This design comes from an exercise in tuning for small area, a short achievable clock period and few clock cycles per item on the open sky130 flow, not from production work. Where RTL was checked, it was by simulation tests only, not by an equivalence proof against the original. For run 2, only the layout was checked, not whether the RTL still works. No activity file was given, so power comes from the tool's default toggle rates.

==> flow/design.v, too long to show whole: its modules and the start of the top module <==
// module goertzel_power_detect: 2025 lines
// module goertzel_fa: 10 lines
// module goertzel_hold: 10 lines
// module goertzel_abs: 23 lines
// module goertzel_ha: 9 lines
module goertzel_power_detect #(
   parameter int OW       = 20,
   parameter int PW       = 2*OW+1,
   parameter int HOLD_ON  = 3,
   parameter int HOLD_OFF = 3
) (
   input  logic            i_clk,
   input  logic            i_rst,
   input  logic [2*OW-1:0] s_axis_tdata,
   input  logic            s_axis_tvalid,
   output logic            s_axis_tready,
   output logic [PW-1:0]   m_axis_tdata,
   output logic            m_axis_tuser,
   output logic            m_axis_tvalid,
   input  logic            m_axis_tready,
   input  logic [PW-1:0]   i_threshold,
   output logic            o_detect
);
  // ...
==> flow/flow/run.sh <==
#!/bin/bash
# Standard ORFS layout (the standard.sh, standard synthesis unchanged),
# with the port buffers made from the smallest buffer cell.
set -euo pipefail
bash standard.sh BUFFER_PORTS_ARGS="-buffer_cell sky130_fd_sc_hd__buf_1" finish > standard_flow.log 2>&1
==> flow/standard.sh <==
#!/bin/bash
# synth_recipe.tcl (not shown) runs the flow's synth.tcl, then flattens the netlist and writes it again
# the make line also repeats each setting of config.mk as NAME=value (left out here)
make -C /OpenROAD-flow-scripts/flow DESIGN_CONFIG=/design/flow/config.mk WORK_HOME=/design/flow/orfs CLKGATE_MAP_FILE= SYNTH_SCRIPT=/design/flow/synth_recipe.tcl "${@:-finish}"
==> flow/config.mk <==
export PLATFORM = sky130hd
export DESIGN_NAME = goertzel_power_detect
export DESIGN_NICKNAME = goertzel_power_detect
export VERILOG_FILES = /design/flow/design.v
export SDC_FILE = /design/flow/constraint.sdc
export NUM_CORES = 4
export LEC_CHECK = 0
export CAP_MARGIN = 20
export CORE_MARGIN = 2
export CORE_UTILIZATION = 40
export CTS_BUF_LIST = sky130_fd_sc_hd__clkbuf_8
export SETUP_SLACK_MARGIN = 4.0
export SLEW_MARGIN = 20
export SYNTH_HIERARCHICAL = 1
export SYNTH_MINIMUM_KEEP_SIZE = 0
==> flow/constraint.sdc <==
create_clock -name core_clock -period 8.0 [get_ports {i_clk}]
set_input_delay 1.6000 -clock core_clock [delete_from_list [all_inputs] [get_ports {i_clk}]]
set_output_delay 1.6000 -clock core_clock [all_outputs]
set_load 0.01 [all_outputs]
==> qor.yml, run 1 <==
critical_path:
  r2r_end: "g_mid.r_mid[48]$_DFFE_PP_"
  r2r_cells: 8
  slowest_delay_ns: 0.25
  crit_start: "m_axis_tready"
  cp_cell_sequence: "buf_6 > nor2b_4 > clkinvlp_4 > buf_6"
  worstSetupEndpointType: "primary output"
  worst-path-stages: 4
  path_common_cell: "buf_6"
timing:
  slew_headroom: 0.3572
  worstMarginPinSlew_ns: 0.9642
  slew_viol_final: 0
  period_needed_ns: 3.920
  fin_ws_ns: 4.080
  rsz0062_at_grt: "yes"
final_layout:
  final_cell_mix: "nor2_1, fa_1, buf_1"
  largest_reg_flops: 76
  syn_to_final_growth_pct: 9.016
  fillers: 4173
detailed_routing:
  drt_iter0_drc: 878
  wl_met1_um: 19080
  wire_per_inst_um: 20.06
  postRouteWirelength_um: 45510
  met2_length_um: 22220
run_status:
  status: "timing/DRC/antenna clean"
global_routing:
  top_usage_layer: "met2"
synthesis:
  synth_area_um2: 17740
  synth_top_family_by_area: "adder cells"
  ys_top_cells_by_area: "fa_1, edfxtp_1, nor2_1"
  yosysSeqAreaShare: 0.2500
  yosys.area.top_type_share: 0.3894
  avgSynthCellArea_um2: 11.20
  yosys_warnings: 9
min_path:
  hold_class: "reg2reg"
power:
  power_leakage_nw: 8.395
  power_density_nw_per_um2: 433.9
job:
  drv_cap: 0
place:
  io_buffers: 128
die:
  core_area_um2: 44030
  initial_utilization: 0.4028
  die_h_um: 214.6
Testbench counts, summed over its fixed seeds: cycles 2,072, items 2,048.
==> run 2: changes to the inputs <==
--- a/flow/design.v
+++ b/flow/design.v
@@ -17,16 +17,17 @@
    input  logic [PW-1:0]   i_threshold,
    output logic            o_detect
 );
    localparam bit c_INREG  = 1'b1;
    localparam bit c_MIDREG = 1'b1;
    localparam bit c_INMUX  = 1'b1;
    localparam bit c_ABS    = 1'b1;
    localparam bit c_INV    = 1'b1;
+   localparam bit c_TREG   = 1'b1;
    localparam int c_HMAX = (HOLD_ON > HOLD_OFF) ? HOLD_ON : HOLD_OFF;
    localparam int c_CW   = (c_HMAX > 1) ? $clog2(c_HMAX) : 1;
    logic            w_en;
    logic            w_v1, w_v2;
    logic            r_v3;
    logic [OW-1:0]   x_re, x_im;
    logic [76-1:0] w_mid_d, w_mid_q;
    logic [PW-1:0]   w_ra, w_rb;
@@ -1793,16 +1794,26 @@
          assign w_mid_q = r_mid;
       end else begin : g_nmid
          assign w_v2    = w_v1;
          assign w_mid_q = w_mid_d;
       end
    endgenerate
    assign w_ra = {1'b0, 1'b0, w_mid_q[74], w_mid_q[72], w_mid_q[70], w_mid_q[68], w_mid_q[66], w_mid_q[64], w_mid_q[62], w_mid_q[60], w_mid_q[58], w_mid_q[56], w_mid_q[54], w_mid_q[52], w_mid_q[50], w_mid_q[48], w_mid_q[46], w_mid_q[44], w_mid_q[42], w_mid_q[40], w_mid_q[38], w_mid_q[36], w_mid_q[34], w_mid_q[32], w_mid_q[30], w_mid_q[28], w_mid_q[26], w_mid_q[24], w_mid_q[22], w_mid_q[20], w_mid_q[18], w_mid_q[16], w_mid_q[14], w_mid_q[12], w_mid_q[10], w_mid_q[8], w_mid_q[6], w_mid_q[4], w_mid_q[2], 1'b0, w_mid_q[0]} ^ 41'h6000000001;
    assign w_rb = {1'b0, 1'b0, w_mid_q[75], w_mid_q[73], w_mid_q[71], w_mid_q[69], w_mid_q[67], w_mid_q[65], w_mid_q[63], w_mid_q[61], w_mid_q[59], w_mid_q[57], w_mid_q[55], w_mid_q[53], w_mid_q[51], w_mid_q[49], w_mid_q[47], w_mid_q[45], w_mid_q[43], w_mid_q[41], w_mid_q[39], w_mid_q[37], w_mid_q[35], w_mid_q[33], w_mid_q[31], w_mid_q[29], w_mid_q[27], w_mid_q[25], w_mid_q[23], w_mid_q[21], w_mid_q[19], w_mid_q[17], w_mid_q[15], w_mid_q[13], w_mid_q[11], w_mid_q[9], w_mid_q[7], w_mid_q[5], w_mid_q[3], 1'b0, w_mid_q[1]} ^ 41'h4000000001;
+   logic [PW-1:0] w_thr;
+   generate
+      if (c_TREG) begin : g_treg
+         logic [PW-1:0] r_thr;
+         always_ff @(posedge i_clk) r_thr <= i_threshold;
+         assign w_thr = r_thr;
+      end else begin : g_ntreg
+         assign w_thr = i_threshold;
+      end
+   endgenerate
    assign w_sum = w_ra + w_rb;
    logic w_t1009;
    logic w_t1010;
    logic w_t1011;
    logic w_t1012;
    logic w_t1013;
    logic w_t1014;
    logic w_t1015;
@@ -1906,93 +1917,93 @@
    logic w_t1113;
    logic w_t1114;
    logic w_t1115;
    logic w_t1116;
    logic w_t1117;
    logic w_t1118;
    logic w_t1119;
    logic w_t1120;
-   goertzel_fa u_fa1011 (.i_a(w_mid_q[0]), .i_b(w_mid_q[1]), .i_c(i_threshold[0]), .o_s(w_t1009), .o_c(w_t1010));
-   assign w_t1011 = ~i_threshold[2];
+   goertzel_fa u_fa1011 (.i_a(w_mid_q[0]), .i_b(w_mid_q[1]), .i_c(w_thr[0]), .o_s(w_t1009), .o_c(w_t1010));
+   assign w_t1011 = ~w_thr[2];
    goertzel_fa u_fa1014 (.i_a(w_mid_q[2]), .i_b(w_mid_q[3]), .i_c(w_t1011), .o_s(w_t1012), .o_c(w_t1013));
-   assign w_t1014 = ~i_threshold[3];
+   assign w_t1014 = ~w_thr[3];
    goertzel_fa u_fa1017 (.i_a(w_mid_q[4]), .i_b(w_mid_q[5]), .i_c(w_t1014), .o_s(w_t1015), .o_c(w_t1016));
-   assign w_t1017 = ~i_threshold[4];
+   assign w_t1017 = ~w_thr[4];
    goertzel_fa u_fa1020 (.i_a(w_mid_q[6]), .i_b(w_mid_q[7]), .i_c(w_t1017), .o_s(w_t1018), .o_c(w_t1019));
-   assign w_t1020 = ~i_threshold[5];
+   assign w_t1020 = ~w_thr[5];
    goertzel_fa u_fa1023 (.i_a(w_mid_q[8]), .i_b(w_mid_q[9]), .i_c(w_t1020), .o_s(w_t1021), .o_c(w_t1022));
-   assign w_t1023 = ~i_threshold[6];
+   assign w_t1023 = ~w_thr[6];
    goertzel_fa u_fa1026 (.i_a(w_mid_q[10]), .i_b(w_mid_q[11]), .i_c(w_t1023), .o_s(w_t1024), .o_c(w_t1025));
-   assign w_t1026 = ~i_threshold[7];
+   assign w_t1026 = ~w_thr[7];
    goertzel_fa u_fa1029 (.i_a(w_mid_q[12]), .i_b(w_mid_q[13]), .i_c(w_t1026), .o_s(w_t1027), .o_c(w_t1028));
-   assign w_t1029 = ~i_threshold[8];
+   assign w_t1029 = ~w_thr[8];
    goertzel_fa u_fa1032 (.i_a(w_mid_q[14]), .i_b(w_mid_q[15]), .i_c(w_t1029), .o_s(w_t1030), .o_c(w_t1031));
-   assign w_t1032 = ~i_threshold[9];
+   assign w_t1032 = ~w_thr[9];
    goertzel_fa u_fa1035 (.i_a(w_mid_q[16]), .i_b(w_mid_q[17]), .i_c(w_t1032), .o_s(w_t1033), .o_c(w_t1034));
-   assign w_t1035 = ~i_threshold[10];
+   assign w_t1035 = ~w_thr[10];
    goertzel_fa u_fa1038 (.i_a(w_mid_q[18]), .i_b(w_mid_q[19]), .i_c(w_t1035), .o_s(w_t1036), .o_c(w_t1037));
-   assign w_t1038 = ~i_threshold[11];
+   assign w_t1038 = ~w_thr[11];
    goertzel_fa u_fa1041 (.i_a(w_mid_q[20]), .i_b(w_mid_q[21]), .i_c(w_t1038), .o_s(w_t1039), .o_c(w_t1040));
-   assign w_t1041 = ~i_threshold[12];
+   assign w_t1041 = ~w_thr[12];
    goertzel_fa u_fa1044 (.i_a(w_mid_q[22]), .i_b(w_mid_q[23]), .i_c(w_t1041), .o_s(w_t1042), .o_c(w_t1043));
-   assign w_t1044 = ~i_threshold[13];
+   assign w_t1044 = ~w_thr[13];
    goertzel_fa u_fa1047 (.i_a(w_mid_q[24]), .i_b(w_mid_q[25]), .i_c(w_t1044), .o_s(w_t1045), .o_c(w_t1046));
-   assign w_t1047 = ~i_threshold[14];
+   assign w_t1047 = ~w_thr[14];
    goertzel_fa u_fa1050 (.i_a(w_mid_q[26]), .i_b(w_mid_q[27]), .i_c(w_t1047), .o_s(w_t1048), .o_c(w_t1049));
-   assign w_t1050 = ~i_threshold[15];
+   assign w_t1050 = ~w_thr[15];
    goertzel_fa u_fa1053 (.i_a(w_mid_q[28]), .i_b(w_mid_q[29]), .i_c(w_t1050), .o_s(w_t1051), .o_c(w_t1052));
-   assign w_t1053 = ~i_threshold[16];
+   assign w_t1053 = ~w_thr[16];
    goertzel_fa u_fa1056 (.i_a(w_mid_q[30]), .i_b(w_mid_q[31]), .i_c(w_t1053), .o_s(w_t1054), .o_c(w_t1055));
-   assign w_t1056 = ~i_threshold[17];
+   assign w_t1056 = ~w_thr[17];
    goertzel_fa u_fa1059 (.i_a(w_mid_q[32]), .i_b(w_mid_q[33]), .i_c(w_t1056), .o_s(w_t1057), .o_c(w_t1058));
-   assign w_t1059 = ~i_threshold[18];
+   assign w_t1059 = ~w_thr[18];
    goertzel_fa u_fa1062 (.i_a(w_mid_q[34]), .i_b(w_mid_q[35]), .i_c(w_t1059), .o_s(w_t1060), .o_c(w_t1061));
-   assign w_t1062 = ~i_threshold[19];
+   assign w_t1062 = ~w_thr[19];
    goertzel_fa u_fa1065 (.i_a(w_mid_q[36]), .i_b(w_mid_q[37]), .i_c(w_t1062), .o_s(w_t1063), .o_c(w_t1064));
-   assign w_t1065 = ~i_threshold[20];
+   assign w_t1065 = ~w_thr[20];
    goertzel_fa u_fa1068 (.i_a(w_mid_q[38]), .i_b(w_mid_q[39]), .i_c(w_t1065), .o_s(w_t1066), .o_c(w_t1067));
-   assign w_t1068 = ~i_threshold[21];
+   assign w_t1068 = ~w_thr[21];
    goertzel_fa u_fa1071 (.i_a(w_mid_q[40]), .i_b(w_mid_q[41]), .i_c(w_t1068), .o_s(w_t1069), .o_c(w_t1070));
-   assign w_t1071 = ~i_threshold[22];
+   assign w_t1071 = ~w_thr[22];
    goertzel_fa u_fa1074 (.i_a(w_mid_q[42]), .i_b(w_mid_q[43]), .i_c(w_t1071), .o_s(w_t1072), .o_c(w_t1073));
-   assign w_t1074 = ~i_threshold[23];
+   assign w_t1074 = ~w_thr[23];
    goertzel_fa u_fa1077 (.i_a(w_mid_q[44]), .i_b(w_mid_q[45]), .i_c(w_t1074), .o_s(w_t1075), .o_c(w_t1076));
-   assign w_t1077 = ~i_threshold[24];
+   assign w_t1077 = ~w_thr[24];
    goertzel_fa u_fa1080 (.i_a(w_mid_q[46]), .i_b(w_mid_q[47]), .i_c(w_t1077), .o_s(w_t1078), .o_c(w_t1079));
-   assign w_t1080 = ~i_threshold[25];
+   assign w_t1080 = ~w_thr[25];
    goertzel_fa u_fa1083 (.i_a(w_mid_q[48]), .i_b(w_mid_q[49]), .i_c(w_t1080), .o_s(w_t1081), .o_c(w_t1082));
-   assign w_t1083 = ~i_threshold[26];
+   assign w_t1083 = ~w_thr[26];
    goertzel_fa u_fa1086 (.i_a(w_mid_q[50]), .i_b(w_mid_q[51]), .i_c(w_t1083), .o_s(w_t1084), .o_c(w_t1085));
-   assign w_t1086 = ~i_threshold[27];
+   assign w_t1086 = ~w_thr[27];
    goertzel_fa u_fa1089 (.i_a(w_mid_q[52]), .i_b(w_mid_q[53]), .i_c(w_t1086), .o_s(w_t1087), .o_c(w_t1088));
-   assign w_t1089 = ~i_threshold[28];
+   assign w_t1089 = ~w_thr[28];
    goertzel_fa u_fa1092 (.i_a(w_mid_q[54]), .i_b(w_mid_q[55]), .i_c(w_t1089), .o_s(w_t1090), .o_c(w_t1091));
-   assign w_t1092 = ~i_threshold[29];
+   assign w_t1092 = ~w_thr[29];
    goertzel_fa u_fa1095 (.i_a(w_mid_q[56]), .i_b(w_mid_q[57]), .i_c(w_t1092), .o_s(w_t1093), .o_c(w_t1094));
-   assign w_t1095 = ~i_threshold[30];
+   assign w_t1095 = ~w_thr[30];
    goertzel_fa u_fa1098 (.i_a(w_mid_q[58]), .i_b(w_mid_q[59]), .i_c(w_t1095), .o_s(w_t1096), .o_c(w_t1097));
-   assign w_t1098 = ~i_threshold[31];
+   assign w_t1098 = ~w_thr[31];
    goertzel_fa u_fa1101 (.i_a(w_mid_q[60]), .i_b(w_mid_q[61]), .i_c(w_t1098), .o_s(w_t1099), .o_c(w_t1100));
-   assign w_t1101 = ~i_threshold[32];
+   assign w_t1101 = ~w_thr[32];
    goertzel_fa u_fa1104 (.i_a(w_mid_q[62]), .i_b(w_mid_q[63]), .i_c(w_t1101), .o_s(w_t1102), .o_c(w_t1103));
-   assign w_t1104 = ~i_threshold[33];
+   assign w_t1104 = ~w_thr[33];
    goertzel_fa u_fa1107 (.i_a(w_mid_q[64]), .i_b(w_mid_q[65]), .i_c(w_t1104), .o_s(w_t1105), .o_c(w_t1106));
-   assign w_t1107 = ~i_threshold[34];
+   assign w_t1107 = ~w_thr[34];
    goertzel_fa u_fa1110 (.i_a(w_mid_q[66]), .i_b(w_mid_q[67]), .i_c(w_t1107), .o_s(w_t1108), .o_c(w_t1109));
-   assign w_t1110 = ~i_threshold[35];
+   assign w_t1110 = ~w_thr[35];
    goertzel_fa u_fa1113 (.i_a(w_mid_q[68]), .i_b(w_mid_q[69]), .i_c(w_t1110), .o_s(w_t1111), .o_c(w_t1112));
-   assign w_t1113 = ~i_threshold[36];
+   assign w_t1113 = ~w_thr[36];
    goertzel_fa u_fa1116 (.i_a(w_mid_q[70]), .i_b(w_mid_q[71]), .i_c(w_t1113), .o_s(w_t1114), .o_c(w_t1115));
    assign w_t1116 = ~w_mid_q[73];
-   goertzel_fa u_fa1119 (.i_a(w_mid_q[72]), .i_b(w_t1116), .i_c(i_threshold[37]), .o_s(w_t1117), .o_c(w_t1118));
-   goertzel_fa u_fa1121 (.i_a(w_mid_q[74]), .i_b(w_mid_q[75]), .i_c(i_threshold[38]), .o_s(w_t1119), .o_c(w_t1120));
+   goertzel_fa u_fa1119 (.i_a(w_mid_q[72]), .i_b(w_t1116), .i_c(w_thr[37]), .o_s(w_t1117), .o_c(w_t1118));
+   goertzel_fa u_fa1121 (.i_a(w_mid_q[74]), .i_b(w_mid_q[75]), .i_c(w_thr[38]), .o_s(w_t1119), .o_c(w_t1120));
    logic [PW-1:0] w_sp, w_kp;
    logic [PW:0]   w_cmp;
-   assign w_sp  = {i_threshold[40], i_threshold[39], w_t1119, w_t1117, w_t1114, w_t1111, w_t1108, w_t1105, w_t1102, w_t1099, w_t1096, w_t1093, w_t1090, w_t1087, w_t1084, w_t1081, w_t1078, w_t1075, w_t1072, w_t1069, w_t1066, w_t1063, w_t1060, w_t1057, w_t1054, w_t1051, w_t1048, w_t1045, w_t1042, w_t1039, w_t1036, w_t1033, w_t1030, w_t1027, w_t1024, w_t1021, w_t1018, w_t1015, w_t1012, i_threshold[1], w_t1009} ^ 41'h1e000000003;
+   assign w_sp  = {w_thr[40], w_thr[39], w_t1119, w_t1117, w_t1114, w_t1111, w_t1108, w_t1105, w_t1102, w_t1099, w_t1096, w_t1093, w_t1090, w_t1087, w_t1084, w_t1081, w_t1078, w_t1075, w_t1072, w_t1069, w_t1066, w_t1063, w_t1060, w_t1057, w_t1054, w_t1051, w_t1048, w_t1045, w_t1042, w_t1039, w_t1036, w_t1033, w_t1030, w_t1027, w_t1024, w_t1021, w_t1018, w_t1015, w_t1012, w_thr[1], w_t1009} ^ 41'h1e000000003;
    assign w_kp  = {1'b0, 1'b0, w_t1120, w_t1118, w_t1115, w_t1112, w_t1109, w_t1106, w_t1103, w_t1100, w_t1097, w_t1094, w_t1091, w_t1088, w_t1085, w_t1082, w_t1079, w_t1076, w_t1073, w_t1070, w_t1067, w_t1064, w_t1061, w_t1058, w_t1055, w_t1052, w_t1049, w_t1046, w_t1043, w_t1040, w_t1037, w_t1034, w_t1031, w_t1028, w_t1025, w_t1022, w_t1019, w_t1016, w_t1013, 1'b0, w_t1010} ^ 41'h6000000001;
    assign w_cmp = {1'b0, w_sp} + {w_kp, 1'b1};
    assign w_hit = w_cmp[PW];
    always_ff @(posedge i_clk) begin
       if (i_rst)     r_v3 <= 1'b0;
       else if (w_en) r_v3 <= w_v2;
       if (w_en) begin
          r_pwr <= w_sum;
--- a/flow/config.mk
+++ b/flow/config.mk
@@ -4,12 +4,12 @@
 export VERILOG_FILES = /design/flow/design.v
 export SDC_FILE = /design/flow/constraint.sdc
 export NUM_CORES = 4
 export LEC_CHECK = 0
 export CAP_MARGIN = 20
 export CORE_MARGIN = 2
 export CORE_UTILIZATION = 40
 export CTS_BUF_LIST = sky130_fd_sc_hd__clkbuf_8
-export SETUP_SLACK_MARGIN = 4.0
+export SETUP_SLACK_MARGIN = 4.1
 export SLEW_MARGIN = 20
 export SYNTH_HIERARCHICAL = 1
 export SYNTH_MINIMUM_KEEP_SIZE = 0
==> run 2 against run 1 <==
Hold slack lost 0.037 ns. Non-clock buffer count up 9. Die area increased by 4.5%. Highest routed layer unchanged. First-iteration DRC count is 20% lower. Clock power increased by 53%. Cell count up 4.4%. Wire length increased by 4.3%.
==> qor.yml, run 2 <==
run_status:
  status: "timing/DRC/antenna clean"
power:
  ir_worst_vdd_uv: 208.1
  combPwrFrac: 0.637
  power_leakage_nw: 9.059  # +7.9%
  seqPwrFrac: 0.247
  power_density_nw_per_um2: 432.2  # -0.39%
  power_mw: 8.953
  switching_power_mw: 3.907
  pwr-share-clk: 0.116
  intPower_mw: 5.046
  swShare: 0.4364
critical_path:
  cp_slowest_cell: "clkinvlp_4"
  critPathLaunchType: "primary input"
  cp_max_fo: 2
  worstSetupPathType: "in2out"
  worst-path-stages: 4  # unchanged
  crit_family: "buffers and inverters"
  crit_path_end: "s_axis_tready"
  cp_cell_sequence: "buf_8 > nor2b_4 > clkinvlp_4 > buf_6"
  crit_buf_inv: 3
  worstSetupEndpointType: "primary output"
  r2r_cells: 8  # unchanged
  rr_startpoint: "g_in.r_im[0]$_DFF_P_"
  cp.required_ns: 6.40
  crit_start: "m_axis_tready"
  slowest_delay_ns: 0.23  # -0.02 ns
  r2r_end: "g_mid.r_mid[30]$_DFFE_PP_"
  crit_arrival_ns: 2.26
  reg2reg_slack_ns: 4.17
timing:
  slew_viol_final: 0  # unchanged
  skew_ns: 0.01597
  slew_headroom: 0.3773  # +0.02005
  fmax_ghz: 0.2589
  fin_ws_ns: 4.138  # +0.05784 ns
  worstMarginPinSlew_ns: 0.9341  # -0.03008 ns
  finalHoldViolCount: 0
  rsz0062_at_grt: "yes"
  period_needed_ns: 3.862  # -0.05784 ns
  hold_slack_ns: 0.4259
  setup_viol: 0
  fin_crit_sh: 0.4827
  setup_tns_ns: 0
final_layout:
  fin_area_um2: 20710
  seq_area_um2: 5336
  multi_input_area_um2: 12570
  syn_to_final_growth_pct: 11.63
  top_regs: "g_mid.r_mid: 76 flops, g_treg.r_thr: 41 flops, r_pwr: 40 flops"
  fillers: 4235  # +1.5%
  top_register: "g_mid.r_mid"
  drive_above_1_share: 0.1114
  final_common_cell: "nor2_1"
  largest_reg_flops: 76  # unchanged
  final_cell_mix: "nor2_1, fa_1, buf_1"
  antenna_cells: 0
  nNetsFinal: 2260
die:
  die_h_um: 219.4  # +2.2%
  initial_utilization: 0.4072  # +0.004329
  num_io_pins: 130
  num_rows: 78
  die_w_um: 219.4
  dieArea_um2: 48130
  core_area_um2: 45580  # +3.5%
clock_tree:
  cts.clk_slew.worst_paths_ns: 0.06
  cts-root-buf: "clkbuf_8"
  cts_tree: "yes"
  cts_hold_buffers: 0
  cts.sink_count: 204
  htree_num_levels: 2
  cts_made_buffers: 40
  clkLatencyLatePin_ns: 0.58
  cts_buffer_depth: 3
synthesis:
  synthTopCellsByCount: "nor2_1, fa_1, edfxtp_1"
  syn_inst: 1624
  avgSynthCellArea_um2: 11.43  # +2.0%
  synth_edf_count: 117
  synth-main-ff-cell: "edfxtp_1"
  synth-seq-cells: 204
  synth_top_area_cell: "fa_1"
  yosysSeqAreaShare: 0.2832  # +0.03317
  synthMostInstantiatedCell: "nor2_1"
  yosys_warnings: 9  # unchanged
  async_reset_ff_frac: 0
  ys_top_cells_by_area: "fa_1, edfxtp_1, dfxtp_1"
  synth_area_um2: 18560  # +4.6%
  ys_types: 63
  synth_nets: 2147
  yosys.area.top_type_share: 0.3722  # -0.01722
global_routing:
  grt_pass1_wl_um: 74310
  gr-total-overflow: 0
  antenna_found_initial: 0
  grt_use_total: 0.2039
  grt_pass1_vias: 13710
  grt_max_degree: 70
place:
  dpl.hpwl_um: 34550
  io_buffers: 128  # unchanged
  dpl_worst_slack_ns: 3.508
  gp_congestion: 0.8676
  dpl_cell_area_um2: 19580
detailed_routing:
  via_per_inst: 5.274
  drc: 0
  drt_pre_antenna_iters: 5
  drt_iter0_drc: 700  # -20%
  final_antenna_net_count: 0
  vias: 12500
  postRouteWirelength_um: 47480  # +4.3%
  wire_per_inst_um: 20.04  # about the same
min_path:
  hold_class: "reg2reg"
job:
  drv_cap: 0  # unchanged
run 2: cell types whose count changed in the layout (fill, tap and decap cells not counted), moves of 3 or more:
cell	change
dfxtp_1	+37
inv_6	-6
dfxtp_4	+3
clkinv_2	+3
clkinvlp_4	+3
inv_1	+14
buf_12	+3
clkinv_1	+3
buf_8	+5
clkbuf_8	+30
run 2: logic make-up after synthesis:
group,share of synthesized area
muxes,0.02650
and+or+nand+nor,0.1157
other,0.0002021
AOI/OAI and AO/OA,0.06682
xor gates and xnor gates,0.03257
adders and majority gates,0.4349
buffers and inverters,0.04012
DFF,0.2832
run 2: worst min path at each step:
stage	start	end	slack, ns	cells past startpoint
2_1_floorplan	g_in.r_im[19]$_DFF_P_	g_mid.r_mid[74]$_DFFE_PP_	0.40	0
3_3_place_gp	g_in.r_im[19]$_DFF_P_	g_mid.r_mid[74]$_DFFE_PP_	0.41	0
3_5_place_dp	g_in.r_re[19]$_DFF_P_	g_mid.r_mid[75]$_DFFE_PP_	0.41	0
4_1_cts	g_in.r_re[19]$_DFF_P_	g_mid.r_mid[75]$_DFFE_PP_	0.43	0
5_1_grt	g_in.r_im[19]$_DFF_P_	g_mid.r_mid[74]$_DFFE_PP_	0.45	0
6_report	g_in.r_re[19]$_DFF_P_	g_mid.r_mid[75]$_DFFE_PP_	0.43	0
run 2: worst reg2reg max path, stage by stage (launching register included):
cell and delay, ns:
dfxtp_1 0.48, buf_4 0.30, nor2_1 0.09, fa_1 0.43
fa_1 0.53, fa_1 0.43, fa_1 0.39, fa_1 0.52
fa_1 0.40
run 2: Yosys stat by module, one instance, submodules excluded, a selection:
module,copies in the design,flops+latches,cells inside,area [µm²]
goertzel_power_detect,1,204,1121,10240
goertzel_fa,344,0,1,20.02
goertzel_ha,9,0,1,12.51
run 2: routing by layer:
metal / track usage / share of wire
met1: 0.2597 / 0.41
met2: 0.3463 / 0.49
met3: 0.03645 / 0.062
met4: 0.07725 / 0.033
met5: 0 / 0
run 2: per-stage QoR:
stage            util  instances
6_report       0.4545       2369
5_1_grt        0.4545       2369
4_1_cts        0.4500       2359
3_5_place_dp   0.4296       2281
3_3_place_gp   0.4296       2281
2_1_floorplan       -       1624
run 2: layout make-up:
class	instances	share of cell area
timing repair buffer	163	0.04307
inverter	96	0.01758
clock inverter	27	0.007369
sequential	204	0.2576
timing repair inverter	1	0.0002416
tap	600	0.03624
clock buffer	47	0.03123
multi-input combinational	1231	0.6067
run 2: repair_timing:
action,CTS,global route
resized for setup,47,32
setup buffers,3,9
cloned,1,1
pin swaps,0,1
endpoints found under the setup margin,30,21
run 2: power by group through the flow:
| stage | Sequential (mW) | Clock [mW] | Combinational (mW) |
|---|---|---|---|
| after floorplan | 2.17 | 0 | 4.08 |
| after global placement | 2.24 | 0 | 5.51 |
| after detailed placement | 2.25 | 0 | 5.71 |
| after CTS | 2.23 | 1.08 | 5.73 |
| after global routing | 2.26 | 1.12 | 6.59 |
| final | 2.22 | 1.04 | 5.70 |

-- afterwards: timing with drivers on the ports --
Ports are ideal in the flow. The routed layouts listed here were re-timed in OpenROAD. Step 1 assumes that a clkbuf_16 drives the clock port and a buf_2 every other input. Step 2 times the ports against the registers' clock, not the clock port: input delays grow and output delays shrink by t, the midpoint of the rising clock arrivals with the driver on. a / b / c = ideal ports / drivers / drivers and shift; a / b = the first two.
| run | t, ns | slack for setup (ns) | clock arrival spread, ns |
|---|---|---|---|
| run 1 | 0.560 | 4.080 / 4.046 / 3.710 | 0.019 / 0.019 |
| run 2 | 0.623 | 4.138 / 4.089 / 4.089 | 0.017 / 0.017 |
After both steps setup and hold are still met in every run listed. The setup slack of run 1, which loses most, moves by -0.034 ns with the drivers and by -0.370 ns with both steps.
